This design comes from an exercise in tuning for small area, a short achievable clock period and few clock cycles on the open sky130 flow, not from production work. In this exercise RTL edits were held to simulation tests only and were not proved equivalent to the original. Power and IR drop assume default switching activity.

`flow/design.v`:
```
package stp_pkg;
  localparam int REQ_W        = 3;
  localparam int VEL_W        = 24;
  localparam int VAL_W        = 32;
  localparam int POS_W        = 32;
  localparam int PERIOD_OUT_W = 24;
  localparam int SPR_W  = 16;
  localparam int MINP_W = 16;
  localparam int PW_W   = 8;
  localparam logic [SPR_W-1:0]  SPR_RST  = 16'd200;
  localparam logic [MINP_W-1:0] MINP_RST = 16'd100;
  localparam logic [PW_W-1:0]   PW_RST   = 8'd2;
  localparam int CFG_DATA_W = 32;
  localparam int CFG_ADDR_W = 4;
  localparam int REG_IDX_W  = 2;
  localparam logic [REG_IDX_W-1:0] REG_SPR  = 2'd0;
  localparam logic [REG_IDX_W-1:0] REG_MINP = 2'd1;
  localparam logic [REG_IDX_W-1:0] REG_PW   = 2'd2;
  localparam int PERIOD_BITS_DEF = 24;
  localparam int DEN_W           = SPR_W + VEL_W;
  localparam int DVS_W           = DEN_W + 1;
  localparam logic [DEN_W-1:0] TWO_TICKS_Q16 = 40'd131072000000;
  localparam int ENTRY_W     = 3 + 1 + VEL_W + VAL_W;
  localparam int QUEUE_DEPTH = 2;
  localparam logic [REQ_W-1:0] REQ_TICK    = 3'd0;
  localparam logic [REQ_W-1:0] REQ_VEL     = 3'd1;
  localparam logic [REQ_W-1:0] REQ_MOVE_AB = 3'd2;
  localparam logic [REQ_W-1:0] REQ_MOVE_RL = 3'd3;
  localparam logic [REQ_W-1:0] REQ_ENABLE  = 3'd4;
  localparam logic [REQ_W-1:0] REQ_DISABLE = 3'd5;
  typedef logic [2:0] cmd_t;
  localparam cmd_t CMD_NOP      = 3'd0;
  localparam cmd_t CMD_TICK     = 3'd1;
  localparam cmd_t CMD_RUN      = 3'd2;
  localparam cmd_t CMD_HALT     = 3'd3;
  localparam cmd_t CMD_MOVE_ABS = 3'd4;
  localparam cmd_t CMD_MOVE_REL = 3'd5;
  localparam cmd_t CMD_ENABLE   = 3'd6;
  localparam cmd_t CMD_DISABLE  = 3'd7;
  typedef struct packed {
    cmd_t             cmd;
    logic             fwd;
    logic [VEL_W-1:0] mag;
    logic [VAL_W-1:0] value;
  } q_entry_t;
  typedef struct packed {
    logic [SPR_W-1:0]  spr;
    logic [MINP_W-1:0] min_period;
    logic [PW_W-1:0]   pulse_width;
  } cfg_t;
endpackage
module stepper_step_pulse_generator #(
  parameter int PERIOD_BITS = 24
) (
  input  logic        clk,
  input  logic        rst_n,
  input  logic        in_valid,
  output logic        in_ready,
  input  logic [2:0]  in_req_type,
  input  logic [23:0] in_velocity,
  input  logic [31:0] in_step_value,
  output logic        out_valid,
  input  logic        out_ready,
  output logic        out_step_level,
  output logic        out_dir_level,
  output logic        out_enable_n,
  output logic [31:0] out_position,
  output logic        out_is_moving,
  output logic [23:0] out_period_out,
  input  logic        psel,
  input  logic        penable,
  input  logic        pwrite,
  input  logic [3:0]  paddr,
  input  logic [31:0] pwdata,
  output logic [31:0] prdata,
  output logic        pready
);
  localparam logic [36:0] TWO_N = 37'h1E84800000;   
  localparam logic [36:0] K_RST = 37'd655360000;     
  logic [15:0] spr_r, minp_r;
  logic [7:0]  pw_r;
  logic        spr_wr, kst_r;
  logic [36:0] k_r;
  logic        kbusy_r;
  logic [23:0] r_r;
  logic [24:0] q_r;
  logic [5:0]  it_r;
  logic        frun_r, ffin_r, fdone_r, ovf_r, dbit_r;
  logic [31:0] pos_r, tgt_r;
  logic        seek_r, dir_r, moving_r, en_n_r, step_r;
  logic [23:0] period_r, rem_r;
  logic [7:0]  pulse_r;
  logic        out_valid_r;
  logic pready_r;
  assign pready = pready_r;
  assign spr_wr = psel && !penable && pwrite && (paddr[3:2] == 2'd0);
  always_ff @(posedge clk) begin
    if (!rst_n) begin
      spr_r  <= 16'd200;
      minp_r <= 16'd100;
      pw_r   <= 8'd2;
    end else begin
      if (spr_wr) spr_r <= pwdata[15:0];
      if (psel && penable && pwrite) begin
        case (paddr[3:2])
          2'd1: minp_r <= pwdata[15:0];
          2'd2: pw_r   <= pwdata[7:0];
          default: ;
        endcase
      end
    end
  end
  logic [2:0] rsel_r;
  always_ff @(posedge clk)
    if (psel && !penable)
      rsel_r <= {paddr[3:2] == 2'd2, paddr[3:2] == 2'd1, paddr[3:2] == 2'd0};
  assign prdata = {16'd0, ({16{rsel_r[0]}} & spr_r) | ({16{rsel_r[1]}} & minp_r)
                          | ({16{rsel_r[2]}} & {8'd0, pw_r})};
  logic [3:0]  a_r, b_r;        
  logic        sv_r, tld_r;     
  logic [2:0]  sc_r;            
  logic        srun_r;          
  logic        sfwd_r;          
  logic [23:0] sm_r;            
  logic [31:0] sval_r;
  logic in_tick, tick_in, cmd_in, accept, out_free, exec_tick, exec_cmd;
  logic vneg, vzero, run_in, s_move, s_rel, run_move, s_ready, f_start;
  logic tick_ok_r, azero_r, pend_r;
  logic [3:0] a_nx, b_nx;
  logic       sv_nx;
  assign in_tick   = (in_req_type == 3'd0);
  assign in_ready  = in_tick ? tick_ok_r : !sv_r;
  assign accept    = in_valid && in_ready;
  assign tick_in   = accept && in_tick;
  assign cmd_in    = accept && !in_tick;
  assign vneg      = in_velocity[23];
  assign vzero     = (in_velocity == 24'd0);
  assign s_move    = (sc_r[2:1] == 2'b01);
  assign s_rel     = sc_r[0];
  assign run_move  = s_move && srun_r;
  assign s_ready   = !srun_r || (fdone_r && (tld_r || !run_move));
  assign out_free  = !out_valid_r || out_ready;
  assign exec_tick = out_free && !azero_r;
  assign exec_cmd  = out_free && azero_r && sv_r && s_ready;
  assign run_in    = (in_req_type == 3'd1) ? !vzero
                   : (in_req_type[2:1] == 2'b01) ? (!vneg && !vzero) : 1'b0;
  always_comb begin
    if (exec_cmd) begin
      a_nx  = b_r + {3'd0, tick_in};
      b_nx  = '0;
      sv_nx = 1'b0;
    end else begin
      a_nx  = a_r - {3'd0, exec_tick} + {3'd0, tick_in && !sv_r};
      b_nx  = b_r + {3'd0, tick_in && sv_r};
      sv_nx = sv_r || cmd_in;
    end
  end
  logic go_nx;
  assign go_nx = (cmd_in ? run_in : pend_r) && !(kbusy_r && it_r != 6'd0) && !kst_r;
  always_ff @(posedge clk) begin
    if (!rst_n) begin
      a_r       <= '0;
      b_r       <= '0;
      sv_r      <= 1'b0;
      azero_r   <= 1'b1;
      tick_ok_r <= 1'b1;
      pend_r    <= 1'b0;
      f_start   <= 1'b0;
    end else begin
      a_r       <= a_nx;
      b_r       <= b_nx;
      sv_r      <= sv_nx;
      azero_r   <= (a_nx == 4'd0);
      tick_ok_r <= (a_r < 4'd14) && (b_r < 4'd14);
      pend_r    <= (cmd_in ? run_in : pend_r) && !go_nx;
      f_start   <= go_nx;
    end
  end
  always_ff @(posedge clk) begin
    if (cmd_in) begin
      sc_r   <= in_req_type;
      srun_r <= run_in;
      sfwd_r <= !vneg;
      sm_r   <= in_velocity ^ {24{!vneg}};
      sval_r <= in_step_value;
    end
  end
  logic [24:0] t_in, b_op;
  logic        cin, qbit, dbit_f, fast, ph_top, ph_mid;
  logic [5:0]  itk_nx;
  logic [25:0] diff;
  logic [5:0]  it_nx;
  assign dbit_f = ph_top ? k_r[24] : ph_mid ? k_r[23] : k_r[7];
  assign t_in   = f_start ? {1'b0, k_r[31:8]} : {r_r, kbusy_r ? dbit_r : dbit_f};
  assign b_op = kbusy_r ? {9'h1FF, ~spr_r} : {1'b1, sm_r};
  assign cin  = kbusy_r || sfwd_r;
  assign diff = {1'b0, t_in} + {b_op[24], b_op} + {25'd0, cin};
  assign qbit = !diff[25];
  assign fast = (k_r[36:32] == 5'd0) && !qbit;
  assign itk_nx = kst_r ? 6'd36 : it_r - 6'd1;
  always_comb begin
    if (kst_r)                           it_nx = 6'd36;
    else if (kbusy_r)                    it_nx = it_r - 6'd1;
    else if (f_start)                    it_nx = fast ? 6'd7 : 6'd24;
    else if (frun_r)                     it_nx = it_r - 6'd1;
    else                                 it_nx = it_r;
  end
  logic [24:0] q_rnd;
  logic [15:0] lo;
  logic        sat;
  logic [23:0] newp;
  assign q_rnd = {1'b0, q_r[24:1]} + {24'd0, q_r[0]};
  assign sat   = q_rnd[24] || ovf_r || (spr_r == 16'd0);
  assign lo    = (minp_r == 16'd0) ? 16'd1 : minp_r;
  assign newp  = sat ? 24'hFFFFFF : (q_rnd[23:0] < {8'd0, lo}) ? {8'd0, lo} : q_rnd[23:0];
  always_ff @(posedge clk) begin
    if (!rst_n) begin
      kbusy_r <= 1'b0;
      frun_r  <= 1'b0;
      ffin_r  <= 1'b0;
      fdone_r <= 1'b0;
      k_r     <= K_RST;
      pready_r <= 1'b1;
      kst_r    <= 1'b0;
    end else begin
      kst_r    <= spr_wr;
      pready_r <= !(spr_wr || kst_r || (kbusy_r && it_r != 6'd0)) || (itk_nx == 6'd22)
                  || (itk_nx == 6'd6);
      dbit_r <= TWO_N[itk_nx];
      it_r   <= it_nx;
      ph_top <= (it_nx == 6'd24);
      ph_mid <= (it_nx >= 6'd8);
      if (kst_r) begin
        kbusy_r <= 1'b1;
        r_r     <= '0;
      end else if (kbusy_r) begin
        r_r  <= qbit ? diff[23:0] : t_in[23:0];
        k_r  <= {k_r[35:0], qbit};
        if (it_r == 6'd0) kbusy_r <= 1'b0;
      end else if (f_start) begin
        q_r    <= '0;
        ovf_r  <= 1'b0;
        r_r    <= fast ? t_in[23:0] : {12'd0, k_r[36:25]};
        frun_r <= 1'b1;
      end else if (frun_r) begin
        r_r    <= qbit ? diff[23:0] : t_in[23:0];
        q_r    <= {q_r[23:0], qbit};
        ovf_r  <= ovf_r | (qbit & diff[24]);
        frun_r <= (it_r != 6'd0);
        ffin_r <= (it_r == 6'd0);
        if (ph_top) ;
        else if (ph_mid) k_r[23:8]  <= {k_r[22:8], k_r[23]};
        else             k_r[7:0]   <= {k_r[6:0], k_r[7]};
      end else if (ffin_r) begin
        q_r[23:0] <= newp;
        ffin_r    <= 1'b0;
        fdone_r   <= 1'b1;
      end else if (exec_cmd) begin
        fdone_r <= 1'b0;
      end
    end
  end
  logic [31:0] sum, target;
  logic        ld_tgt, eq, gt;
  logic [7:0]  pulse_dec;
  assign ld_tgt    = sv_r && run_move && azero_r && !tld_r;
  assign sum       = pos_r + (!azero_r ? {{31{!dir_r}}, 1'b1} : tld_r ? ~tgt_r : sval_r)
                     + {31'd0, azero_r && tld_r};
  assign target    = s_rel ? sum : sval_r;
  assign eq        = (pos_r == tgt_r);
  assign gt        = sum[31] ^ ((pos_r[31] != tgt_r[31]) && (sum[31] != pos_r[31]));
  assign pulse_dec = pulse_r - 8'd1;
  always_ff @(posedge clk) begin
    if (!rst_n) begin
      pos_r       <= '0;
      tgt_r       <= '0;
      tld_r       <= 1'b0;
      seek_r      <= 1'b0;
      dir_r       <= 1'b0;
      moving_r    <= 1'b0;
      en_n_r      <= 1'b1;
      period_r    <= '0;
      pulse_r     <= '0;
      step_r      <= 1'b0;
      out_valid_r <= 1'b0;
    end else begin
      out_valid_r <= exec_tick || exec_cmd || (out_valid_r && !out_ready);
      if (ld_tgt) begin
        tgt_r <= target;
        tld_r <= 1'b1;
      end
      if (exec_tick) begin
        if (pulse_r != 8'd0) begin
          pulse_r <= pulse_dec;
          if (pulse_dec == 8'd0) step_r <= 1'b0;
        end
        if (moving_r) begin
          if (rem_r != 24'd1) begin
            rem_r <= rem_r - 24'd1;
          end else begin
            rem_r <= period_r;
            if (seek_r && eq) begin
              moving_r <= 1'b0;
              period_r <= '0;
            end else begin
              step_r  <= 1'b1;
              pulse_r <= (pw_r == 8'd0) ? 8'd1 : pw_r;
              pos_r   <= sum;
            end
          end
        end
      end
      if (exec_cmd) begin
        tld_r <= 1'b0;
        case (sc_r)
          3'd1, 3'd2, 3'd3: begin
            if (!srun_r || (run_move && eq)) begin
              moving_r <= 1'b0;
              period_r <= '0;
              tgt_r    <= pos_r;
              seek_r   <= 1'b1;
            end else begin
              seek_r   <= run_move;
              dir_r    <= run_move ? gt : sfwd_r;
              moving_r <= 1'b1;
              period_r <= q_r[23:0];
              if (q_r[23:0] != period_r) rem_r <= q_r[23:0];
            end
          end
          3'd4: en_n_r <= 1'b0;
          3'd5: begin
            moving_r <= 1'b0;
            period_r <= '0;
            en_n_r   <= 1'b1;
          end
          default: ;
        endcase
      end
    end
  end
  assign out_valid      = out_valid_r;
  assign out_step_level = step_r;
  assign out_dir_level  = dir_r;
  assign out_enable_n   = en_n_r;
  assign out_position   = pos_r;
  assign out_is_moving  = moving_r;
  assign out_period_out = period_r;
endmodule
```
`flow/flow/run.sh`:
```
#!/bin/bash
# The standard layout (standard.sh), with the port buffers that buffer_ports
# inserts on every input and output made the platform's smallest buffer,
# sky130_fd_sc_hd__buf_1, instead of its default choice (clkdlybuf4s50_1).
# Timing repair still resizes any port buffer on a critical path.
set -euo pipefail
export BUFFER_PORTS_ARGS="-buffer_cell sky130_fd_sc_hd__buf_1"
bash standard.sh > standard.log 2>&1
```
`flow/standard.sh`:
```
#!/bin/bash
# synth_recipe.tcl (not shown) runs the flow's synth.tcl, then flattens the netlist and writes it again
# the make line also repeats each setting of config.mk as NAME=value (left out here)
make -C /OpenROAD-flow-scripts/flow DESIGN_CONFIG=/design/flow/config.mk WORK_HOME=/design/flow/orfs CLKGATE_MAP_FILE= SYNTH_SCRIPT=/design/flow/synth_recipe.tcl "${@:-finish}"
```
`flow/config.mk`:
```
export PLATFORM = sky130hd
export DESIGN_NAME = stepper_step_pulse_generator
export DESIGN_NICKNAME = stepper_step_pulse_generator
export VERILOG_FILES = /design/flow/design.v
export SDC_FILE = /design/flow/constraint.sdc
export NUM_CORES = 4
export LEC_CHECK = 0
export CAP_MARGIN = 20
export CORE_MARGIN = 2
export CORE_UTILIZATION = 40
export CTS_CLUSTER_DIAMETER = 100
export CTS_CLUSTER_SIZE = 20
export SETUP_SLACK_MARGIN = 4.8
export SLEW_MARGIN = 20
```
`flow/constraint.sdc`:
```
create_clock -name core_clock -period 9.0 [get_ports {clk}]
set_input_delay 1.8000 -clock core_clock [delete_from_list [all_inputs] [get_ports {clk}]]
set_output_delay 1.8000 -clock core_clock [all_outputs]
set_load 0.01 [all_outputs]
```
==> impl_metrics.py, run 1 <==
metrics = {
    "global_routing": {
        "grt_first_pass_wirelength_um": 103000,
        "grt_max_degree": 76,
        "antenna_found_initial": 1,
        "grt_usage_pct": 22.9,
        "grt_pass1_vias": 18100,
        "overflow": 0,
    },
    "worst_setup_path": {
        "cp_max_fo": 4,
        "critPathRequiredTime_ns": 7.20,
        "crit_chain": "buf_2 -> nor3_4 -> buf_4 -> o21ai_2 -> buf_2",
        "critPathKind": "input port to output port",
        "cp-startpoint": "in_req_type[1]",
        "path_common_cell": "buf_2",
        "worstPathArrival_ns": 2.49,
        "rr_startpoint": "ph_mid",
        "critPathBufInv": 3,
        "setup.worst_path.start_class": "input port",
        "critPathMaxStageDelay_ns": 0.19,
        "worst_setup_path_end_kind": "output port",
        "regToRegSetupSlack_ns": 4.96,
        "critical_path.top_delay_family": "buffers and inverters",
        "cp_slowest_cell": "o21ai_2",
    },
    "cts": {
        "cts_tree": "yes",
        "cts_root_buf": "clkbuf_16",
        "cts_buffers": 21,
        "clock_path_buffers": 3,
        "clock-sinks": 345,
        "path_clk_slew_ns": 0.08,
        "insertion_delay_ns": 0.56,
        "htree_levels": 1,
    },
    "timing": {
        "fin_skew_ns": 0.0185,
        "slew_headroom_pct": 28.3,
        "fin_crit_ns": 4.29,
        "hold_violations": 0,
        "setup_viol": 0,
        "rsz0062_at_grt": "true",
        "slew_viol_final": 0,
        "fmax_mhz": 233,
        "tightestPinTransition_ns": 1.07,
        "period_share_pct": 47.7,
        "tns_ns": 0,
    },
    "power_and_ir_drop": {
        "net-switching-power_mw": 1.38,
        "p_clk_share_pct": 25.8,
        "p_comb_share_pct": 29.7,
        "peakVddDrop_mv": 0.153,
        "p_per_area_nw_per_um2": 173,
        "internal_power_mw": 2.69,
        "p_leak_nw": 8.67,
        "swShare_pct": 33.9,
        "p_seq_share_pct": 44.5,
    },
    "final_layout": {
        "diodes": 0,
        "nFillCells": 5211,
        "drive_gt1_share_pct": 7.08,
        "finalNonFillerCells": 3273,
        "synthToLayoutAreaGrowth_pct": 9.69,
        "num-nets-final": 2764,
    },
    "synthesis": {
        "synth_seq_cells": 345,
        "yosysTopAreaCell": "edfxtp_1",
        "synthTopCellsByArea": "edfxtp_1, dfxtp_1, nand2_1",
        "synth_edf_count": 146,
        "synth_area_um2": 21400,
        "syn_area_per_cell_um2": 8.60,
        "yosysWarnings": 1,
        "synth_most_common_cell": "nand2_1",
        "synth_ff_type": "dfxtp_1",
        "yosysTopAreaCellShare_pct": 20.4,
        "post_synth_inst_count": 2492,
        "synth_common_cells": "nand2_1, nor2_1, a21oi_1",
        "yosysSeqAreaShare_pct": 39.0,
        "synth_cell_type_count": 92,
        "ys_async_sr_fraction_pct": 0,
    },
    "floorplan": {
        "fp.dieH_um": 236,
        "rows": 84,
        "start_util_pct": 40.6,
        "io_pins": 197,
        "core_um2": 52800,
        "die_x_um": 236,
        "dieArea_um2": 55500,
    },
    "routing": {
        "route.detailed.drc": 0,
        "vias": 19300,
        "via_per_inst": 5.89,
        "wl_per_cell_um": 20.3,
        "drtAntennaViolNets": 0,
        "dr.pass1.iters": 6,
        "drt_wl_total_um": 66500,
        "drtIter0Drc": 1774,
    },
    "placed_design": {
        "port_buffers": 162,
        "dp_cells": 3206,
        "place.gp.congestion": 0.908,
        "dp_hpwl_um": 46400,
    },
    "job": {
        "cap_violations": 0,
    },
    "status": {
        "status": "finished clean",
    },
    "hold_path": {
        "hold_start": "k_r[8]",
        "hold_class": "flip-flop to flip-flop",
    },
}
==> placed cells by master (no fill, tap or decap), drive strengths merged, types with 31 or more instances in the layout <==
cell    synthesis  routed
ha             86      86
o211ai         50      50
nand2         326     326
xor2           43      43
nand4          36      36
edfxtp        146     146
clkbuf        120      37
dfxtp         199     199
buf            53     209
nand3          47      47
mux2i          88      88
xnor2         114     114
a21o           45      45
inv           100     102
o21ai         102     102
a22oi          38      38
o22ai          35      35
nor4           31      31
a21oi         211     211
nor2          242     242
nor3           40      40
==> repair_timing <==
action | CTS | global route
cloned | 2 | 1
hold buffers | 0 | 0
endpoints found under the setup margin | 141 | 73
resized for setup | 42 | 23
pin swaps | 3 | 7
buffers inserted | 4 | 23
==> path summary, 6_finish.rpt <==
kind              endpoint  cells past startpoint
setup / recovery  in_ready                      5
hold / removal      k_r[9]                      2
setup reg to reg     ovf_r                     18
hold reg to reg     k_r[9]                      2
==> power groups by stage <==
| stage | registers, mW | logic [mW] | clock network [mW] |
|---|---|---|---|
| final | 1.81 | 1.21 | 1.05 |
| after global routing | 1.82 | 1.35 | 1.12 |
| after detailed placement | 1.84 | 1.16 | 0 |
| after global placement | 1.84 | 1.14 | 0 |
| after CTS | 1.80 | 1.18 | 1.07 |
| after floorplan | 1.81 | 0.918 | 0 |
==> worst min-delay path, delay by kind of cell, from the launching register on <==
kind | cells | cell delay [ns]
compound gates | 1 | 0.05
flops | 1 | 0.33
simple gates | 1 | 0.06
==> per-layer routing <==
metal | wire length (um) | vias up | GRT usage, %
met5 | 0 | - | 0
met4 | 1840 | 0 | 6.25
met3 | 4120 | 101 | 2.60
met2 | 29800 | 716 | 36.6
met1 | 30700 | 9313 | 32.8
li1 | - | 9137 | -
==> area by class of cell <==
type                            instances  area [um2]  share of cell area [%]
Timing Repair Buffer                  211        1050                    4.45
Tap cell                              688         861                    3.66
Sequential cell                       345        8370                    35.6
Clock inverter                          2        23.8                   0.101
Inverter                              101         384                    1.63
Clock buffer                           35         619                    2.63
Multi-Input combinational cell       1891       12200                    51.9
==> metrics by stage <==
step           util [%]  total power [mW]  instance area (um2)  setup WS [ns]  hold slack (ns)
6_report           44.6              4.06                23500           4.71            0.476
2_1_floorplan         -              2.73                21500           4.82            0.442
5_1_grt            44.6              4.29                23500           4.69            0.506
3_5_place_dp       42.5              3.00                22400           3.53            0.464
3_3_place_gp       42.5              2.97                22400           3.58            0.460
4_1_cts            44.1              4.05                23200           4.76            0.470
==> sequential cells by signal (all words and copies together) (netlist names), 4 cells and up <==
signal / count
k_r: 37
pos_r: 32
sval_r: 32
tgt_r: 32
q_r: 25
period_r: 24
r_r: 24
rem_r: 24
sm_r: 23
minp_r: 16
spr_r: 16
pulse_r: 8
pw_r: 8
it_r: 6
a_r: 4
b_r: 4
==> logic make-up (layout without fill, tap and decap cells) <==
family | after synthesis | after routing | share of synthesized area [%]
AO/OA/AOI/OAI | 663 | 665 | 20.1
other | 2 | 17 | 0.0350
multiplexers | 114 | 114 | 5.47
buffers and inverters | 274 | 349 | 5.38
adder cells (fa/ha/maj) | 91 | 91 | 5.49
AND/OR/NAND/NOR | 846 | 847 | 18.1
XOR/XNOR | 157 | 157 | 6.41
flip-flops | 345 | 345 | 39.0
Testbench counts, summed over its fixed seeds: cycles 21,559.
==> run 2, diff against run 1 <==
--- a/flow/config.mk
+++ b/flow/config.mk
@@ -13,2 +13,3 @@
 export SETUP_SLACK_MARGIN = 4.8
 export SLEW_MARGIN = 20
+export TNS_END_PERCENT = 10
==> run 2 against run 1 <==
  * Worst hold slack worse by 0.0021 ns
  * Combinational power about the same
  * Clock skew up 0.00064 ns
  * Wire length fell by 0.72%
  * First-iteration DRC count shrank 1.9%
  * Critical endpoint unchanged
  * Largest power group unchanged
  * Highest routed layer unchanged
==> impl_metrics.py, run 2 <==
metrics = {
    "cts": {
        "cts_root_buf": "clkbuf_16",
        "htree_levels": 1,
        "path_clk_slew_ns": 0.08,
        "cts_tree": "yes",
        "insertion_delay_ns": 0.56,
        "clock-sinks": 345,
        "clock_path_buffers": 3,
        "cts_buffers": 21,
        "hold_buffers": 0,
    },
    "synthesis": {
        "post_synth_inst_count": 2492,
        "syn_area_per_cell_um2": 8.60,
        "yosysSeqAreaShare_pct": 39.0,
        "synth_seq_cells": 345,
        "synth_cell_type_count": 92,
        "yosysWarnings": 1,
        "synth_area_um2": 21400,
        "synthTopCellsByArea": "edfxtp_1, dfxtp_1, nand2_1",
        "synth_edf_count": 146,
        "yosysTopAreaCellShare_pct": 20.4,
        "yosysTopAreaCell": "edfxtp_1",
        "synth_most_common_cell": "nand2_1",
        "synth_common_cells": "nand2_1, nor2_1, a21oi_1",
        "synth_ff_type": "dfxtp_1",
        "ys_async_sr_fraction_pct": 0,
    },
    "routing": {
        "wl_per_cell_um": 20.3,
        "drtIter0Drc": 1740,
        "dr.pass1.iters": 6,
        "drtAntennaViolNets": 0,
        "via_per_inst": 5.92,
        "vias": 19300,
        "route.detailed.drc": 0,
        "drt_wl_total_um": 66000,
    },
    "timing": {
        "hold_ws_ns": 0.474,
        "slew_headroom_pct": 29.2,
        "period_share_pct": 49.0,
        "fin_skew_ns": 0.0191,
        "rsz0062_at_grt": "true",
        "hold_violations": 0,
        "fin_crit_ns": 4.41,
        "layout_setup_ws_ns": 4.59,
        "tns_ns": 0,
        "setup_viol": 0,
        "fmax_mhz": 227,
        "tightestPinTransition_ns": 1.06,
        "slew_viol_final": 0,
    },
    "status": {
        "status": "finished clean",
    },
    "worst_setup_path": {
        "critPathKind": "input port to output port",
        "setup.worst_path.start_class": "input port",
        "critPathRequiredTime_ns": 7.20,
        "cp_slowest_cell": "o21ai_0",
        "critical_path.top_delay_family": "buffers and inverters",
        "crit_chain": "buf_1 -> nor3_4 -> o21ai_0 -> buf_1",
        "cp_max_fo": 4,
        "critPathBufInv": 2,
        "worstPathArrival_ns": 2.61,
        "critPathMaxStageDelay_ns": 0.31,
        "path_common_cell": "buf_1",
        "worst_setup_path_end_kind": "output port",
    },
    "placed_design": {
        "dp_hpwl_um": 46400,
        "dp_cells": 3206,
        "port_buffers": 162,
        "place.gp.congestion": 0.908,
        "pre_cts_ws_ns": 3.53,
    },
    "final_layout": {
        "largest_reg_flops": 37,
        "layout_commonest_cell": "nand2_1",
        "regMostFlops": "k_r",
        "drive_gt1_share_pct": 5.85,
        "mostFrequentLayoutCells": "nand2_1, nor2_1, a21oi_1, dfxtp_1, buf_1",
        "finalNonFillerCells": 3252,
        "fin_util_pct": 44.1,
        "num-nets-final": 2742,
        "synthToLayoutAreaGrowth_pct": 8.54,
    },
    "floorplan": {
        "core_um2": 52800,
        "rows": 84,
        "fp.dieH_um": 236,
        "start_util_pct": 40.6,
        "die_x_um": 236,
        "io_pins": 197,
        "dieArea_um2": 55500,
    },
    "global_routing": {
        "grt_usage_pct": 22.8,
        "grt_max_degree": 76,
        "grt_pass1_vias": 18100,
        "overflow": 0,
        "grt_first_pass_wirelength_um": 102000,
        "antenna_found_initial": 1,
    },
    "power_and_ir_drop": {
        "peakVddDrop_mv": 0.166,
        "p_per_area_nw_per_um2": 174,
        "p_leak_nw": 8.53,
    },
    "job": {
        "cap_violations": 0,
    },
    "hold_path": {
        "hold_class": "flip-flop to flip-flop",
    },
}
## run 2: changes by cell type in the layout (fill, tap and decap cells not counted), sizes merged
| cell | before | now |
|---|---|---|
| buf | 209 | 188 |
| diode | 0 | 1 |
| or2 | 16 | 15 |
## run 2: metrics by stage
step / cell area [um2] / total power [mW]
2_1_floorplan: 21500 / 2.73
3_5_place_dp: 22400 / 3.00
3_3_place_gp: 22400 / 2.97
5_1_grt: 23300 / 4.27
4_1_cts: 23200 / 4.05
6_report: 23300 / 4.05
## run 2: final timing paths
| check | depth (start not counted) | slack [ns] | startpoint | end |
|---|---|---|---|---|
| hold / removal | 2 | 0.47 | k_r[8] | k_r[9] |
| hold reg to reg | 2 | 0.47 | k_r[8] | k_r[9] |
| setup reg to reg | 13 | 4.78 | azero_r | tgt_r[27] |
| setup / recovery | 4 | 4.59 | in_req_type[1] | in_ready |
## run 2: repair_timing
item,CTS,global route
endpoints found under the hold margin,0,0
cloned,1,1
setup buffers,3,3
gates resized for setup,20,18
setup endpoints to repair,141,129
pin swaps,2,1
## run 2: cell families (layout without fill, tap and decap cells)
family,after synthesis,after routing,share of synthesized area [%]
and+or+nand+nor,846,846,18.1
AOI/OAI and AO/OA,663,665,20.1
DFF,345,345,39.0
buffers and inverters,274,328,5.38
xor gates and xnor gates,157,157,6.41
muxes,114,114,5.47
adders and majority gates,91,91,5.49
other,2,18,0.0350
## run 2: worst reg2reg max path: cells and delay by family, from the launching register on
| family | cells | cell delay [ns] |
|---|---|---|
| AO/OA/AOI/OAI | 7 | 1.97 |
| AND/OR/NAND/NOR | 3 | 0.89 |
| buffers and inverters | 1 | 0.45 |
| adder cells (fa/ha/maj) | 1 | 0.38 |
| flip-flops | 1 | 0.31 |
| multiplexers | 1 | 0.12 |
## run 2: routing by layer
layer / share of wire, % / global-route usage (%) / vias to the layer above
li1: - / - / 9087
met1: 46 / 32.5 / 9383
met2: 45 / 36.6 / 696
met3: 6.1 / 2.66 / 88
met4: 2.5 / 6.12 / 0
met5: 0 / 0 / -
## run 2: area by class of cell
class,count,area [um2]
Antenna cell,1,2.50
Tap cell,688,861
Multi-Input combinational cell,1890,12200
Clock inverter,2,23.8
Sequential cell,345,8370
Clock buffer,35,619
Inverter,101,384
Fill cell,5241,29500
Timing Repair Buffer,190,851
## run 2: where the power goes
group	internal, mW	total (mW)	switching, mW
Sequential	1.73	1.81	0.0797
Clock	0.489	1.05	0.559
Combinational	0.461	1.19	0.731
Total	2.68	4.05	1.37
==> run 3, diff against run 2 <==
--- a/flow/config.mk
+++ b/flow/config.mk
@@ -6,5 +6,6 @@
 export NUM_CORES = 4
 export LEC_CHECK = 0
-export CAP_MARGIN = 20
+export ABC_CLOCK_PERIOD_IN_PS = 3000
+export CAP_MARGIN = 5
 export CORE_MARGIN = 2
 export CORE_UTILIZATION = 40
@@ -12,4 +13,3 @@
 export CTS_CLUSTER_SIZE = 20
 export SETUP_SLACK_MARGIN = 4.8
-export SLEW_MARGIN = 20
-export TNS_END_PERCENT = 10
+export SLEW_MARGIN = 5
==> run 3 against run 2 <==
  * Still clean on timing, DRC and antenna
  * Via count grew 0.31%
  * Global-route usage grew 0.23 points
  * Sequential share of layout area shrank 0.49 points
  * Die area is the same
  * Cell count grew 0.74%
  * Critical endpoint unchanged
  * Largest cell class unchanged
  * Highest routed layer is now met5
==> impl_metrics.py, run 3 <==
metrics = {
    "cts": {
        "path_clk_slew_ns": 0.08,
        "cts_buffers": 21,
        "clock-sinks": 345,
        "hold_buffers": 0,
        "clock_path_buffers": 3,
        "insertion_delay_ns": 0.55,
        "cts_root_buf": "clkbuf_16",
        "cts_tree": "yes",
        "htree_levels": 1,
    },
    "worst_setup_path": {
        "cp_max_fo": 3,
        "worstPathArrival_ns": 2.46,
        "cp-startpoint": "in_req_type[0]",
        "r2r_end": "q_r[0]",
        "critPathKind": "input port to output port",
        "worst_setup_path_end_kind": "output port",
        "rr_startpoint": "q_r[1]",
        "critPathBufInv": 2,
        "rr_worst_depth": 16,
        "cp_slowest_cell": "nor3_4",
        "regToRegSetupSlack_ns": 4.91,
        "crit_chain": "buf_8 -> nor3_4 -> nand2_1 -> o21ai_2 -> buf_2",
        "critPathRequiredTime_ns": 7.20,
        "critical_path.top_delay_family": "simple AND/OR/NAND/NOR gates",
        "critPathMaxStageDelay_ns": 0.22,
        "setup.worst_path.start_class": "input port",
    },
    "placed_design": {
        "pre_cts_ws_ns": 3.59,
        "port_buffers": 162,
        "dp_hpwl_um": 46400,
        "place.gp.congestion": 0.908,
    },
    "timing": {
        "rsz0062_at_grt": "true",
        "layout_setup_ws_ns": 4.74,
        "fin_crit_ns": 4.26,
        "fmax_mhz": 235,
        "setup_viol": 0,
        "slew_viol_final": 0,
        "slew_headroom_pct": 21.1,
        "period_share_pct": 47.3,
        "tightestPinTransition_ns": 1.18,
        "tns_ns": 0,
        "fin_skew_ns": 0.0231,
        "hold_violations": 0,
    },
    "floorplan": {
        "rows": 84,
        "core_um2": 52800,
        "io_pins": 197,
        "fp.dieH_um": 236,
        "dieArea_um2": 55500,
        "die_x_um": 236,
        "start_util_pct": 40.6,
    },
    "final_layout": {
        "regMostFlops": "k_r",
        "drive_gt1_share_pct": 7.19,
        "diodes": 0,
        "synthToLayoutAreaGrowth_pct": 10.0,
        "num-nets-final": 2767,
        "mostFrequentLayoutCells": "nand2_1, nor2_1, a21oi_1, dfxtp_1, buf_1",
        "largest_reg_flops": 37,
        "layout_commonest_cell": "nand2_1",
    },
    "synthesis": {
        "ys_async_sr_fraction_pct": 0,
        "synth_area_um2": 21400,
        "synth_edf_count": 146,
        "synth_ff_type": "dfxtp_1",
        "synth_seq_cells": 345,
        "yosysWarnings": 1,
        "synth_common_cells": "nand2_1, nor2_1, a21oi_1",
        "synth_cell_type_count": 92,
        "yosysTopAreaCellShare_pct": 20.4,
        "yosysTopAreaCell": "edfxtp_1",
        "synth_most_common_cell": "nand2_1",
        "syn_area_per_cell_um2": 8.60,
        "yosysSeqAreaShare_pct": 39.0,
        "post_synth_inst_count": 2492,
        "synthTopCellsByArea": "edfxtp_1, dfxtp_1, nand2_1",
    },
    "power_and_ir_drop": {
        "p_leak_nw": 8.69,
        "peakVddDrop_mv": 0.117,
        "total_power_mw": 4.06,
        "p_per_area_nw_per_um2": 172,
    },
    "global_routing": {
        "grt_pass1_vias": 18200,
        "grt_max_degree": 76,
        "grt_first_pass_wirelength_um": 104000,
        "overflow": 0,
        "antenna_found_initial": 1,
        "grt_usage_pct": 23.1,
    },
    "routing": {
        "wl_met1_um": 30300,
        "dr.pass1.iters": 8,
        "via_per_inst": 5.90,
        "vias": 19300,
        "dr_wl_met3_um": 4420,
        "drtIter0Drc": 1756,
        "route.detailed.drc": 0,
        "wl_per_cell_um": 20.3,
        "drt_wl_total_um": 66600,
        "wl_met2_um": 30100,
        "drtAntennaViolNets": 0,
        "highest_layer": "met5",
    },
    "hold_path": {
        "hold_start": "k_r[8]",
        "whs_endpoint": "k_r[9]",
        "whs_path_depth": 2,
        "hold_class": "flip-flop to flip-flop",
    },
    "status": {
        "status": "finished clean",
    },
    "job": {
        "cap_violations": 0,
    },
}
[run 3: layer usage]
layer	GRT usage, %	vias to the layer above
met5	0	-
met4	5.87	2
met3	2.81	107
met2	37.1	699
met1	32.8	9365
li1	-	9140
[run 3: timing repair]
action	4_1_cts	5_1_grt
pin swaps	3	5
gates resized for setup	41	29
setup buffers	4	25
gates cloned	2	2
endpoints found under the hold margin	0	0
setup endpoints to repair	142	89
[run 3: kinds of logic after synthesis]
kind of cell	synth area share, %
AOI/OAI and AO/OA	20.1
xor gates and xnor gates	6.41
adders and majority gates	5.49
buffers and inverters	5.38
DFF	39.0
muxes	5.47
other	0.0350
and+or+nand+nor	18.1
[run 3: layout make-up]
type / instances / area [um2]
Clock inverter: 2 / 26.3
Multi-Input combinational cell: 1891 / 12200
Timing Repair Buffer: 214 / 1090
Inverter: 101 / 384
Tap cell: 688 / 861
Fill cell: 5218 / 29200
Clock buffer: 35 / 609
Sequential cell: 345 / 8370
[run 3: metrics by stage]
| stage | util [%] | hold WS [ns] | std cells | cell area [um2] |
|---|---|---|---|---|
| 4_1_cts | 44.0 | 0.475 | 3249 | 23200 |
| 2_1_floorplan | - | 0.442 | 2507 | 21500 |
| 3_5_place_dp | 42.5 | 0.469 | 3206 | 22400 |
| 5_1_grt | 44.7 | 0.501 | 3276 | 23600 |
| 6_report | 44.7 | 0.472 | 3276 | 23600 |
| 3_3_place_gp | 42.5 | 0.460 | 3206 | 22400 |
[run 3: worst register-to-register path: cells and delay by family (launching register included)]
kind	cells	cell delay (ns)
adder cells (fa/ha/maj)	3	0.70
AO/OA/AOI/OAI	3	0.44
AND/OR/NAND/NOR	7	1.62
flip-flops	1	0.41
XOR/XNOR	1	0.17
multiplexers	1	0.35
buffers and inverters	1	0.16
[run 3: worst max path at each step]
stage	depth (start not counted)	endpoint	slack, ns
after floorplan	4	f_start	4.82
after global placement	13	r_r[18]	3.58
after detailed placement	13	r_r[18]	3.59
after CTS	5	in_ready	4.75
after global routing	5	in_ready	4.71
final	5	in_ready	4.74
[run 3: report_power, final]
group | internal [mW] | switching, mW
registers | 1.73 | 0.0794
clock network | 0.482 | 0.561
logic | 0.470 | 0.743
==> run 4, diff against run 3 <==
--- a/flow/config.mk
+++ b/flow/config.mk
@@ -6,5 +6,4 @@
 export NUM_CORES = 4
 export LEC_CHECK = 0
-export ABC_CLOCK_PERIOD_IN_PS = 3000
 export CAP_MARGIN = 5
 export CORE_MARGIN = 2
@@ -12,4 +11,4 @@
 export CTS_CLUSTER_DIAMETER = 100
 export CTS_CLUSTER_SIZE = 20
-export SETUP_SLACK_MARGIN = 4.8
+export SETUP_SLACK_MARGIN = 4.9
 export SLEW_MARGIN = 5
==> run 4 against run 3 <==
  * Still clean on timing, DRC and antenna
  * Flip-flop and latch count is the same
  * Worst hold slack gained 0.0063 ns
  * Core utilization is the same
  * Critical path depth is the same
  * Combinational power is essentially flat
  * Register-to-register slack gained 0.08 ns
  * Cell count is the same
  * Non-clock buffer count grew 1
  * Sequential share of layout area is essentially flat
  * Count of clock-buffer cells in the layout shrank 2
  * Via count is essentially flat
  * Critical path type unchanged
  * Highest routed layer unchanged
==> impl_metrics.py, run 4 <==
metrics = {
    "cts": {
        "cts_tree": "yes",
        "cts_buffers": 21,
        "cts_root_buf": "clkbuf_16",
        "insertion_delay_ns": 0.57,
        "htree_levels": 1,
        "path_clk_slew_ns": 0.09,
        "clock-sinks": 345,
        "clock_path_buffers": 3,
    },
    "synthesis": {
        "synth_edf_count": 146,
        "yosysWarnings": 1,
        "yosysSeqAreaShare_pct": 39.0,
        "yosysTopAreaCellShare_pct": 20.4,
        "synth_ff_type": "dfxtp_1",
        "synthTopCellsByArea": "edfxtp_1, dfxtp_1, nand2_1",
        "syn_area_per_cell_um2": 8.60,
        "synth_seq_cells": 345,
        "synth_cell_type_count": 92,
        "synth_common_cells": "nand2_1, nor2_1, a21oi_1",
        "ys_async_sr_fraction_pct": 0,
        "yosysTopAreaCell": "edfxtp_1",
        "synth_most_common_cell": "nand2_1",
        "synth_area_um2": 21400,
        "post_synth_inst_count": 2492,
    },
    "power_and_ir_drop": {
        "p_leak_nw": 8.67,
        "p_per_area_nw_per_um2": 171,
        "peakVddDrop_mv": 0.142,
    },
    "global_routing": {
        "grt_pass1_vias": 18400,
        "grt_usage_pct": 23.0,
        "overflow": 0,
        "grt_max_degree": 88,
        "grt_first_pass_wirelength_um": 104000,
        "antenna_found_initial": 5,
    },
    "final_layout": {
        "mostFrequentLayoutCells": "nand2_1, nor2_1, a21oi_1, dfxtp_1, buf_1",
        "diodes": 0,
        "drive_gt1_share_pct": 7.53,
        "finalNonFillerCells": 3276,
        "num-nets-final": 2767,
        "largest_reg_flops": 37,
        "regMostFlops": "k_r",
        "layout_commonest_cell": "nand2_1",
        "synthToLayoutAreaGrowth_pct": 10.0,
    },
    "timing": {
        "period_share_pct": 47.8,
        "slew_viol_final": 0,
        "setup_viol": 0,
        "fmax_mhz": 232,
        "tightestPinTransition_ns": 1.16,
        "slew_headroom_pct": 22.3,
        "tns_ns": 0,
        "hold_violations": 0,
        "hold_ws_ns": 0.478,
        "fin_skew_ns": 0.0244,
        "fin_crit_ns": 4.30,
        "rsz0062_at_grt": "true",
    },
    "worst_setup_path": {
        "cp_max_fo": 3,
        "regToRegSetupSlack_ns": 4.99,
        "setup.worst_path.start_class": "input port",
        "critPathRequiredTime_ns": 7.20,
        "worstPathArrival_ns": 2.50,
        "critPathKind": "input port to output port",
        "worst_setup_path_end_kind": "output port",
    },
    "floorplan": {
        "rows": 84,
        "io_pins": 197,
        "start_util_pct": 40.6,
        "fp.dieH_um": 236,
        "dieArea_um2": 55500,
        "die_x_um": 236,
        "core_um2": 52800,
    },
    "job": {
        "cap_violations": 0,
    },
    "placed_design": {
        "port_buffers": 162,
        "dp_hpwl_um": 46400,
        "place.gp.congestion": 0.909,
        "dp_cells": 3207,
    },
    "routing": {
        "drtAntennaViolNets": 0,
        "wl_per_cell_um": 20.3,
        "vias": 19300,
        "via_per_inst": 5.90,
        "dr.pass1.iters": 5,
        "drtIter0Drc": 1753,
        "drt_wl_total_um": 66600,
        "route.detailed.drc": 0,
    },
    "status": {
        "status": "finished clean",
    },
    "hold_path": {
        "hold_class": "flip-flop to flip-flop",
    },
}
run 4: worst paths after layout:
path | start | end | depth (start not counted)
setup / recovery | in_req_type[0] | in_ready | 5
hold / removal | k_r[22] | k_r[23] | 2
setup reg to reg | q_r[1] | q_r[4] | 16
hold reg to reg | k_r[22] | k_r[23] | 2
run 4: through the flow:
step / area [um2] / total power [mW] / util (%) / worst slack [ns]
finish: 23600 / 4.04 / 44.7 / 4.70
global placement: 22400 / 2.97 / 42.5 / 3.65
detailed placement: 22400 / 3.00 / 42.5 / 3.64
global route: 23600 / 4.27 / 44.7 / 4.66
CTS: 23300 / 4.02 / 44.1 / 4.71
floorplan: 21500 / 2.73 / - / 4.82
run 4: repair_timing:
item,in CTS,in global routing
hold buffers,0,0
resized for setup,50,29
cloned,2,0
pin swaps,4,6
setup buffers,8,22
setup endpoints to repair,135,115
run 4: final cells by class:
type | instances | area (um2)
inverters | 101 | 393
clock inverters | 4 | 27.5
multi-input cells | 1890 | 12200
fillers | 5295 | 29200
clock buffers | 33 | 574
flip-flops and latches | 345 | 8370
repair buffers | 215 | 1110
well taps | 688 | 861
run 4: where the power goes:
group          total [mW]  switching, mW  internal, mW  leakage [nW]
Combinational        1.22          0.745         0.479          5.40
Clock                1.01          0.562         0.447         0.293
Sequential           1.80         0.0774          1.73          2.98
Total                4.04           1.38          2.65          8.67
run 4: metal layers:
| metal | share of wire, % | vias up | GRT usage, % |
|---|---|---|---|
| met5 | 0.039 | - | 0 |
| met3 | 6.6 | 91 | 3.19 |
| met1 | 45 | 9396 | 32.4 |
| met4 | 2.4 | 4 | 5.37 |
| met2 | 46 | 703 | 37.4 |
| li1 | - | 9134 | - |
run 4: logic make-up after synthesis:
group | synth area share (%)
buf+inv | 5.38
fa+ha+maj | 5.49
compound gates | 20.1
flops | 39.0
mux | 5.47
other cells | 0.0350
simple gates | 18.1
xor+xnor | 6.41
run 4: worst max-delay path, cell delays in order:
cell,delay (ns)
buf_8,0.10
nor3_4,0.25
nand2_1,0.10
o21ai_2,0.10
buf_2,0.16
==> run 5, diff against run 4 <==
--- a/flow/config.mk
+++ b/flow/config.mk
@@ -11,4 +11,4 @@
 export CTS_CLUSTER_DIAMETER = 100
 export CTS_CLUSTER_SIZE = 20
-export SETUP_SLACK_MARGIN = 4.9
+export SETUP_SLACK_MARGIN = 4.8
 export SLEW_MARGIN = 5
==> run 5 against run 4 <==
  * Still clean on timing, DRC and antenna
  * Total power is 0.62% higher
  * Cell area did not move
  * Global-route usage barely moved
  * Non-clock buffer count down 1
  * Flip-flop and latch count is the same
  * Clock skew is 0.0013 ns lower
  * Worst hold slack worse by 0.0063 ns
  * Critical path type unchanged
  * Critical endpoint unchanged
  * Highest routed layer unchanged
==> impl_metrics.py, run 5 <==
metrics = {
    "timing": {
        "fin_crit_ns": 4.26,
        "fmax_mhz": 235,
        "period_share_pct": 47.3,
        "tns_ns": 0,
        "rsz0062_at_grt": "true",
        "slew_viol_final": 0,
        "fin_skew_ns": 0.0231,
        "hold_violations": 0,
        "tightestPinTransition_ns": 1.18,
        "slew_headroom_pct": 21.1,
        "setup_viol": 0,
    },
    "placed_design": {
        "port_buffers": 162,
        "dp_hpwl_um": 46400,
        "place.gp.congestion": 0.908,
        "dp_cells": 3206,
    },
    "power_and_ir_drop": {
        "peakVddDrop_mv": 0.117,
        "swShare_pct": 34.1,
        "p_per_area_nw_per_um2": 172,
        "p_seq_share_pct": 44.5,
        "p_leak_nw": 8.69,
        "p_clk_share_pct": 25.7,
        "p_comb_share_pct": 29.8,
        "internal_power_mw": 2.68,
        "net-switching-power_mw": 1.38,
    },
    "routing": {
        "via_per_inst": 5.90,
        "dr_wl_met3_um": 4420,
        "drtIter0Drc": 1756,
        "highest_layer": "met5",
        "drt_wl_total_um": 66600,
        "wl_per_cell_um": 20.3,
        "wl_met2_um": 30100,
        "route.detailed.drc": 0,
        "vias": 19300,
        "wl_met1_um": 30300,
        "dr.pass1.iters": 8,
        "drtAntennaViolNets": 0,
    },
    "global_routing": {
        "grt_first_pass_wirelength_um": 104000,
        "grt_pass1_vias": 18200,
        "overflow": 0,
        "grt_usage_pct": 23.1,
        "antenna_found_initial": 1,
        "grt_max_degree": 76,
    },
    "cts": {
        "hold_buffers": 0,
        "clock-sinks": 345,
        "path_clk_slew_ns": 0.08,
        "htree_levels": 1,
        "cts_buffers": 21,
        "cts_root_buf": "clkbuf_16",
        "insertion_delay_ns": 0.55,
        "cts_tree": "yes",
        "clock_path_buffers": 3,
    },
    "worst_setup_path": {
        "critPathRequiredTime_ns": 7.20,
        "crit_chain": "buf_8 -> nor3_4 -> nand2_1 -> o21ai_2 -> buf_2",
        "regToRegSetupSlack_ns": 4.91,
        "setup.worst_path.start_class": "input port",
        "critPathKind": "input port to output port",
        "rr_startpoint": "q_r[1]",
        "r2r_end": "q_r[0]",
        "worst_setup_path_end_kind": "output port",
        "cp_slowest_cell": "nor3_4",
        "worstPathArrival_ns": 2.46,
        "critPathMaxStageDelay_ns": 0.22,
        "rr_worst_depth": 16,
        "cp_max_fo": 3,
    },
    "synthesis": {
        "synth_ff_type": "dfxtp_1",
        "synthMuxAreaShare_pct": 5.47,
        "synth_compound_area_share_pct": 20.1,
        "syn_area_per_cell_um2": 8.60,
        "synth_edf_count": 146,
        "synthAdderAreaFrac_pct": 5.49,
        "synth_seq_cells": 345,
        "yosysTopAreaCellShare_pct": 20.4,
        "yosysWarnings": 1,
        "post_synth_inst_count": 2492,
        "synth_area_um2": 21400,
        "synthTopCellsByArea": "edfxtp_1, dfxtp_1, nand2_1",
        "ys_async_sr_fraction_pct": 0,
        "synth-simple-area-share_pct": 18.1,
        "synth_cell_type_count": 92,
        "yosysTopAreaCell": "edfxtp_1",
        "yosys.area_share.xor_xnor_pct": 6.41,
        "yosysSeqAreaShare_pct": 39.0,
        "synth_common_cells": "nand2_1, nor2_1, a21oi_1",
        "synth_top_family_by_area": "compound AO/OA/AOI/OAI gates",
        "synth_most_common_cell": "nand2_1",
    },
    "job": {
        "cap_violations": 0,
    },
    "hold_path": {
        "whs_path_depth": 2,
        "whs_endpoint": "k_r[9]",
        "hold_class": "flip-flop to flip-flop",
        "hold_start": "k_r[8]",
    },
    "final_layout": {
        "synthToLayoutAreaGrowth_pct": 10.0,
        "regMostFlops": "k_r",
        "layout_commonest_cell": "nand2_1",
        "mostFrequentLayoutCells": "nand2_1, nor2_1, a21oi_1, dfxtp_1, buf_1",
        "drive_gt1_share_pct": 7.19,
        "diodes": 0,
        "largest_reg_flops": 37,
        "finalNonFillerCells": 3276,
        "fin_util_pct": 44.7,
        "num-nets-final": 2767,
        "nFillCells": 5218,
    },
    "floorplan": {
        "die_x_um": 236,
        "dieArea_um2": 55500,
        "core_um2": 52800,
        "fp.dieH_um": 236,
        "rows": 84,
        "start_util_pct": 40.6,
        "io_pins": 197,
    },
    "status": {
        "status": "finished clean",
    },
}
[run 5: layer usage]
metal  up-vias  global-route usage [%]
met5         -                       0
met4         2                    5.87
met3       107                    2.81
met2       699                    37.1
met1      9365                    32.8
li1       9140                       -
[run 5: kinds of logic after synthesis]
logic type / count (synthesis)
AOI/OAI and AO/OA: 663
xor gates and xnor gates: 157
adders and majority gates: 91
buffers and inverters: 274
DFF: 345
muxes: 114
other: 2
and+or+nand+nor: 846
[run 5: worst max path at each step]
stage	cells after the start	end	slack, ns	start
after detailed placement	13	r_r[18]	3.59	kbusy_r
after global routing	5	in_ready	4.71	in_req_type[0]
after global placement	13	r_r[18]	3.58	kbusy_r
after floorplan	4	f_start	4.82	in_req_type[1]
after CTS	5	in_ready	4.75	in_req_type[0]
final	5	in_ready	4.74	in_req_type[0]
[run 5: timing repair]
| item | in CTS | in global routing |
|---|---|---|
| setup buffers | 4 | 25 |
| pin swaps | 3 | 5 |
| gates resized for setup | 41 | 29 |
| endpoints found under the setup margin | 142 | 89 |
| cloned | 2 | 2 |
[run 5: final cells by class]
class / count / area (um2) / share of cell area, %
clock buffer: 35 / 609 / 2.58
clock inverter: 2 / 26.3 / 0.111
sequential: 345 / 8370 / 35.5
inverter: 101 / 384 / 1.63
timing repair buffer: 214 / 1090 / 4.62
multi-input combinational: 1891 / 12200 / 51.9
tap: 688 / 861 / 3.65
[run 5: worst max-delay path, delay by kind of cell]
family | cells | cell delay [ns]
AND/OR/NAND/NOR | 2 | 0.31
AO/OA/AOI/OAI | 1 | 0.09
buffers and inverters | 2 | 0.26
[run 5: power by group through the flow]
stage,combinational [mW],clock [mW],sequential [mW]
finish,1.21,1.04,1.81
global route,1.35,1.12,1.82
CTS,1.18,1.06,1.80
detailed placement,1.16,0,1.84
global placement,1.14,0,1.84
floorplan,0.918,0,1.81
[run 5: through the flow]
stage / worst slack, ns / area, um2 / hold slack, ns / total power [mW]
final: 4.74 / 23600 / 0.472 / 4.06
after global placement: 3.58 / 22400 / 0.460 / 2.97
after floorplan: 4.82 / 21500 / 0.442 / 2.73
after global routing: 4.71 / 23600 / 0.501 / 4.28
after detailed placement: 3.59 / 22400 / 0.469 / 3.00
after CTS: 4.75 / 23200 / 0.475 / 4.05
==> run 6, diff against run 5 <==
--- a/flow/config.mk
+++ b/flow/config.mk
@@ -9,6 +9,6 @@
 export CORE_MARGIN = 2
 export CORE_UTILIZATION = 40
-export CTS_CLUSTER_DIAMETER = 100
-export CTS_CLUSTER_SIZE = 20
+export CTS_CLUSTER_DIAMETER = 80
+export CTS_CLUSTER_SIZE = 16
 export SETUP_SLACK_MARGIN = 4.8
 export SLEW_MARGIN = 5
==> run 6 against run 5 <==
  * Sequential share of layout area is 0.49 points lower
  * Global-route usage is 0.11 points higher
  * Total power is 6.9% higher
  * Flip-flop and latch count stayed put
  * Non-clock buffer count is 1 higher
  * Cell count is 0.55% higher
  * First-iteration DRC count is 0.51% higher
  * Worst setup slack worse by 0.0050 ns
  * Combinational power hardly changed
  * Fmax is 0.12% lower
  * Area after synthesis stayed put
  * Largest cell class unchanged
  * Highest routed layer is now met4
==> impl_metrics.py, run 6 <==
metrics = {
    "final_layout": {
        "layout_commonest_cell": "nand2_1",
        "finalNonFillerCells": 3294,
        "num-nets-final": 2776,
        "drive_gt1_share_pct": 7.79,
        "regMostFlops": "k_r",
        "fin_util_pct": 45.3,
        "mostFrequentLayoutCells": "nand2_1, nor2_1, a21oi_1, dfxtp_1, buf_1",
        "synthToLayoutAreaGrowth_pct": 11.6,
        "largest_reg_flops": 37,
    },
    "power_and_ir_drop": {
        "p_seq_share_pct": 41.6,
        "internal_power_mw": 2.88,
        "net-switching-power_mw": 1.46,
        "p_comb_share_pct": 27.9,
        "peakVddDrop_mv": 0.166,
        "swShare_pct": 33.6,
        "p_per_area_nw_per_um2": 182,
        "total_power_mw": 4.34,
        "p_clk_share_pct": 30.5,
        "p_leak_nw": 8.86,
    },
    "synthesis": {
        "synthTopCellsByArea": "edfxtp_1, dfxtp_1, nand2_1",
        "synth_area_um2": 21400,
        "synth_seq_cells": 345,
        "synth_ff_type": "dfxtp_1",
        "yosysTopAreaCellShare_pct": 20.4,
        "synth_common_cells": "nand2_1, nor2_1, a21oi_1",
        "post_synth_inst_count": 2492,
        "syn_area_per_cell_um2": 8.60,
        "yosysTopAreaCell": "edfxtp_1",
        "synth_most_common_cell": "nand2_1",
        "yosysSeqAreaShare_pct": 39.0,
        "synth_edf_count": 146,
        "yosysWarnings": 1,
        "ys_async_sr_fraction_pct": 0,
        "synth_cell_type_count": 92,
    },
    "routing": {
        "drt_wl_total_um": 66700,
        "route.detailed.drc": 0,
        "vias": 19400,
        "wl_per_cell_um": 20.2,
        "via_per_inst": 5.88,
        "dr.pass1.iters": 9,
        "drtIter0Drc": 1765,
        "drtAntennaViolNets": 0,
    },
    "floorplan": {
        "die_x_um": 236,
        "start_util_pct": 40.6,
        "fp.dieH_um": 236,
        "dieArea_um2": 55500,
        "core_um2": 52800,
        "io_pins": 197,
        "rows": 84,
    },
    "timing": {
        "period_share_pct": 47.4,
        "hold_violations": 0,
        "fin_skew_ns": 0.0322,
        "setup_viol": 0,
        "fmax_mhz": 234,
        "layout_setup_ws_ns": 4.74,
        "slew_headroom_pct": 20.5,
        "tns_ns": 0,
        "slew_viol_final": 0,
        "tightestPinTransition_ns": 1.19,
        "rsz0062_at_grt": "true",
        "fin_crit_ns": 4.26,
    },
    "job": {
        "cap_violations": 0,
    },
    "worst_setup_path": {
        "r2r_end": "q_r[0]",
        "regToRegSetupSlack_ns": 4.97,
        "critPathKind": "input port to output port",
        "setup.worst_path.start_class": "input port",
        "rr_startpoint": "q_r[1]",
        "critPathRequiredTime_ns": 7.20,
        "cp-startpoint": "in_req_type[0]",
        "worst_setup_path_end_kind": "output port",
        "worstPathArrival_ns": 2.46,
        "rr_worst_depth": 18,
        "cp_max_fo": 3,
    },
    "global_routing": {
        "grt_pass1_vias": 18200,
        "antenna_found_initial": 1,
        "overflow": 0,
        "grt_first_pass_wirelength_um": 104000,
        "grt_usage_pct": 23.2,
        "grt_max_degree": 76,
    },
    "cts": {
        "path_clk_slew_ns": 0.07,
        "cts_tree": "yes",
        "insertion_delay_ns": 0.60,
        "cts_root_buf": "clkbuf_16",
        "htree_levels": 1,
        "cts_buffers": 29,
        "clock-sinks": 345,
        "clock_path_buffers": 3,
    },
    "hold_path": {
        "whs_path_depth": 2,
        "hold_start": "k_r[8]",
        "hold_class": "flip-flop to flip-flop",
        "whs_endpoint": "k_r[9]",
    },
    "placed_design": {
        "port_buffers": 162,
        "place.gp.congestion": 0.908,
        "pre_cts_ws_ns": 3.59,
        "dp_cells": 3206,
        "dp_hpwl_um": 46400,
    },
    "status": {
        "status": "finished clean",
    },
}
-- run 6: what timing repair did --
item                       in CTS  in global routing
resized for setup              41                 29
setup buffers                   4                 26
cloned                          2                  2
hold buffers                    0                  0
setup endpoints to repair     142                 90
pin swaps                       3                  5
-- run 6: cell families after synthesis --
group           count (synthesis)  share of synthesized area (%)
buf+inv                       274                           5.38
fa+ha+maj                      91                           5.49
simple gates                  846                           18.1
other cells                     2                         0.0350
xor+xnor                      157                           6.41
flops                         345                           39.0
compound gates                663                           20.1
mux                           114                           5.47
-- run 6: worst max-delay path, cell delays in order --
cell and delay (ns):
buf_8 0.10, nor3_4 0.22, nand2_1 0.09, o21ai_2 0.09, buf_2 0.16
-- run 6: stage by stage --
stage                     hold WS, ns  area [um2]
after floorplan                 0.442       21500
after global placement          0.460       22400
after detailed placement        0.469       22400
after CTS                       0.473       23500
after global routing            0.492       23900
final                           0.469       23900
-- run 6: final cells by class --
| cell class | instances | area, um2 |
|---|---|---|
| Fill cell | 5191 | 28800 |
| Multi-Input combinational cell | 1891 | 12300 |
| Sequential cell | 345 | 8370 |
| Timing Repair Buffer | 215 | 1100 |
| Tap cell | 688 | 861 |
| Clock buffer | 43 | 841 |
| Inverter | 101 | 384 |
| Clock inverter | 10 | 113 |
| Antenna cell | 1 | 2.50 |
-- run 6: how the worst max path moves through the flow --
stage | slack [ns] | cells after the start | to
6_report | 4.74 | 5 | in_ready
5_1_grt | 4.71 | 5 | in_ready
4_1_cts | 4.75 | 5 | in_ready
3_5_place_dp | 3.59 | 13 | r_r[18]
3_3_place_gp | 3.58 | 13 | r_r[18]
2_1_floorplan | 4.82 | 4 | f_start
-- run 6: power by group through the flow --
stage / clock (mW) / combinational (mW) / sequential, mW
floorplan: 0 / 0.918 / 1.81
global placement: 0 / 1.14 / 1.84
detailed placement: 0 / 1.16 / 1.84
CTS: 1.35 / 1.18 / 1.80
global route: 1.40 / 1.35 / 1.82
finish: 1.32 / 1.21 / 1.81
-- run 6: metal layers --
layer	vias up	global-route usage, %	part of all wire, %
met2	705	37.4	45
met3	123	2.97	6.5
li1	9148	-	-
met4	0	5.69	2.9
met5	-	0	0
met1	9404	32.8	45
==> run 7, diff against run 6 <==
--- a/flow/config.mk
+++ b/flow/config.mk
@@ -9,6 +9,7 @@
 export CORE_MARGIN = 2
 export CORE_UTILIZATION = 40
-export CTS_CLUSTER_DIAMETER = 80
-export CTS_CLUSTER_SIZE = 16
-export SETUP_SLACK_MARGIN = 4.8
+export CTS_BUF_LIST = sky130_fd_sc_hd__clkbuf_8 sky130_fd_sc_hd__clkbuf_16
+export CTS_CLUSTER_DIAMETER = 100
+export CTS_CLUSTER_SIZE = 20
+export SETUP_SLACK_MARGIN = 4.7
 export SLEW_MARGIN = 5
==> run 7 against run 6 <==
  * Clock skew shrank 0.0096 ns
  * Area after synthesis did not move
  * Total power shrank 7.5%
  * Wire length shrank 0.68%
  * Worst setup slack is essentially flat
  * Synthesized cell count stayed put
  * First-iteration DRC count is 4.0% lower
==> impl_metrics.py, run 7 <==
metrics = {
    "status": {
        "status": "finished clean",
    },
    "routing": {
        "dr.pass1.iters": 8,
        "drt_wl_total_um": 66200,
        "route.detailed.drc": 0,
        "vias": 19200,
        "drtIter0Drc": 1695,
        "via_per_inst": 5.89,
        "wl_per_cell_um": 20.3,
        "drtAntennaViolNets": 0,
    },
    "worst_setup_path": {
        "critPathKind": "input port to output port",
        "worstPathArrival_ns": 2.46,
        "worst_setup_path_end_kind": "output port",
        "cp_max_fo": 4,
        "crit_chain": "buf_8 -> nor3_4 -> nand2_1 -> o21ai_2 -> buf_2",
        "cp-startpoint": "in_req_type[1]",
        "cp_slowest_cell": "nor3_4",
        "setup.worst_path.start_class": "input port",
        "rr_startpoint": "f_start",
        "regToRegSetupSlack_ns": 4.89,
        "r2r_end": "ph_mid",
        "critPathMaxStageDelay_ns": 0.24,
        "critPathRequiredTime_ns": 7.20,
        "rr_worst_depth": 11,
    },
    "floorplan": {
        "fp.dieH_um": 236,
        "die_x_um": 236,
        "dieArea_um2": 55500,
        "core_um2": 52800,
        "start_util_pct": 40.6,
        "rows": 84,
        "io_pins": 197,
    },
    "hold_path": {
        "hold_start": "k_r[8]",
        "whs_path_depth": 2,
        "whs_endpoint": "k_r[9]",
        "hold_class": "flip-flop to flip-flop",
    },
    "cts": {
        "path_clk_slew_ns": 0.09,
        "insertion_delay_ns": 0.55,
        "clock-sinks": 345,
        "cts_buffers": 21,
        "cts_root_buf": "clkbuf_16",
        "clock_path_buffers": 3,
        "cts_tree": "yes",
        "htree_levels": 1,
    },
    "power_and_ir_drop": {
        "p_per_area_nw_per_um2": 172,
        "p_comb_share_pct": 30.1,
        "p_leak_nw": 8.65,
        "p_seq_share_pct": 45.0,
        "internal_power_mw": 2.64,
        "net-switching-power_mw": 1.38,
        "peakVddDrop_mv": 0.130,
        "swShare_pct": 34.4,
        "total_power_mw": 4.02,
        "p_clk_share_pct": 24.9,
    },
    "final_layout": {
        "num-nets-final": 2754,
        "largest_reg_flops": 37,
        "fin_area_um2": 23400,
        "synthToLayoutAreaGrowth_pct": 9.10,
        "mostFrequentLayoutCells": "nand2_1, nor2_1, a21oi_1, dfxtp_1, buf_1",
        "regMostFlops": "k_r",
        "fin_util_pct": 44.3,
        "drive_gt1_share_pct": 6.45,
        "diodes": 0,
        "nFillCells": 5264,
        "layout_commonest_cell": "nand2_1",
    },
    "job": {
        "cap_violations": 0,
    },
    "placed_design": {
        "port_buffers": 162,
        "place.gp.congestion": 0.927,
        "placed_area_um2": 22400,
        "pre_cts_ws_ns": 3.21,
        "dp_hpwl_um": 46300,
    },
    "synthesis": {
        "synth_edf_count": 146,
        "synth_area_um2": 21400,
        "synth_ff_type": "dfxtp_1",
        "synth_most_common_cell": "nand2_1",
        "synth_common_cells": "nand2_1, nor2_1, a21oi_1",
        "post_synth_inst_count": 2492,
        "yosysSeqAreaShare_pct": 39.0,
        "yosysWarnings": 1,
        "synth_seq_cells": 345,
        "ys_async_sr_fraction_pct": 0,
        "synth_cell_type_count": 92,
        "synthTopCellsByArea": "edfxtp_1, dfxtp_1, nand2_1",
        "yosysTopAreaCell": "edfxtp_1",
        "yosysTopAreaCellShare_pct": 20.4,
        "syn_area_per_cell_um2": 8.60,
    },
    "global_routing": {
        "use_met3_pct": 2.65,
        "grt_max_degree": 85,
        "busiest_layer": "met2",
        "antenna_found_initial": 1,
        "use_met1_pct": 33.5,
        "use_met2_pct": 37.0,
        "overflow": 0,
        "grt_first_pass_wirelength_um": 104000,
        "grt_usage_pct": 23.1,
        "grt_pass1_vias": 18000,
    },
    "timing": {
        "fmax_mhz": 234,
        "tns_ns": 0,
        "fin_crit_ns": 4.26,
        "tightestPinTransition_ns": 1.18,
        "slew_headroom_pct": 21.1,
        "hold_violations": 0,
        "layout_setup_ws_ns": 4.74,
        "period_share_pct": 47.4,
        "rsz0062_at_grt": "true",
        "fin_skew_ns": 0.0226,
        "slew_viol_final": 0,
        "setup_viol": 0,
    },
}
-- run 7: critical path, delay by kind of cell --
kind	cells	cell delay, ns
AOI/OAI and AO/OA	1	0.08
buffers and inverters	2	0.26
and+or+nand+nor	2	0.33
-- run 7: layout make-up --
cell class	instances	area (um2)	area share, %
Tap cell	688	861	3.68
Timing Repair Buffer	202	983	4.20
Inverter	101	389	1.66
Clock inverter	14	65.1	0.278
Clock buffer	22	539	2.31
Multi-Input combinational cell	1890	12200	52.1
Sequential cell	345	8370	35.8
-- run 7: worst max path at each step --
stage	endpoint	slack [ns]	cells after the start
detailed placement	r_r[17]	3.21	14
global placement	r_r[17]	3.27	14
finish	in_ready	4.74	5
floorplan	in_ready	4.76	2
CTS	in_ready	4.71	5
global route	q_r[5]	4.66	17
-- run 7: routing by layer --
layer,up-vias,wire (um)
met4,0,1650
met3,90,4290
met2,709,29800
li1,9091,-
met5,-,0
met1,9307,30500
-- run 7: logic make-up after synthesis --
logic type                 count (synthesis)  synth area share, %
and+or+nand+nor                          846                 18.1
AOI/OAI and AO/OA                        663                 20.1
DFF                                      345                 39.0
buffers and inverters                    274                 5.38
xor gates and xnor gates                 157                 6.41
muxes                                    114                 5.47
adders and majority gates                 91                 5.49
other                                      2               0.0350
-- run 7: what timing repair did --
action | 4_1_cts | 5_1_grt
pin swaps | 3 | 4
setup endpoints to repair | 131 | 99
hold buffers | 0 | 0
resized for setup | 31 | 30
buffers inserted | 6 | 11
gates cloned | 1 | 1
-- run 7: metrics by stage --
stage                     hold slack, ns  std cells
after floorplan                    0.442       2507
after global placement             0.458       3207
after detailed placement           0.471       3207
after CTS                          0.486       3250
after global routing               0.497       3262
final                              0.480       3262
-- run 7: power by group through the flow --
| stage | logic (mW) | registers [mW] | clock network, mW |
|---|---|---|---|
| after floorplan | 0.918 | 1.81 | 0 |
| after CTS | 1.18 | 1.81 | 1.02 |
| after detailed placement | 1.16 | 1.84 | 0 |
| final | 1.21 | 1.81 | 0.999 |
| after global placement | 1.13 | 1.84 | 0 |
| after global routing | 1.35 | 1.82 | 1.08 |

[afterwards: timing with drivers on the ports]
In the flow no input, the clock included, has a driving cell. The finished layouts below were timed again as built, in two steps. Step 1, drivers: a clkbuf_16 drives clk and a buf_2 each remaining input, both assumed. Step 2 times the ports against the registers' clock, not the clock port: input delays grow and output delays shrink by t, the midpoint of the rising clock arrivals with the driver on. Slacks: ideal / step 1 / step 2; pairs: ideal / step 1.
run	t (ns)	setup WS [ns]	hold WS [ns]	cell pins on the clock port's net
run 1	0.611	4.711 / 4.677 / 4.371	0.476 / 0.476 / 0.476	1
run 2	0.611	4.592 / 4.562 / 4.288	0.474 / 0.474 / 0.474	1
run 3	0.603	4.740 / 4.702 / 4.375	0.472 / 0.472 / 0.472	1
run 4	0.612	4.697 / 4.658 / 4.497	0.478 / 0.478 / 0.478	1
run 5	0.603	4.740 / 4.702 / 4.375	0.472 / 0.472 / 0.472	1
run 6	0.650	4.735 / 4.697 / 4.371	0.469 / 0.469 / 0.469	1
run 7	0.599	4.735 / 4.695 / 4.324	0.480 / 0.480 / 0.480	1
After both steps setup and hold are still met in every run listed. For run 7, which loses most, drivers alone change the setup slack by -0.040 ns; drivers and shift together by -0.411 ns.
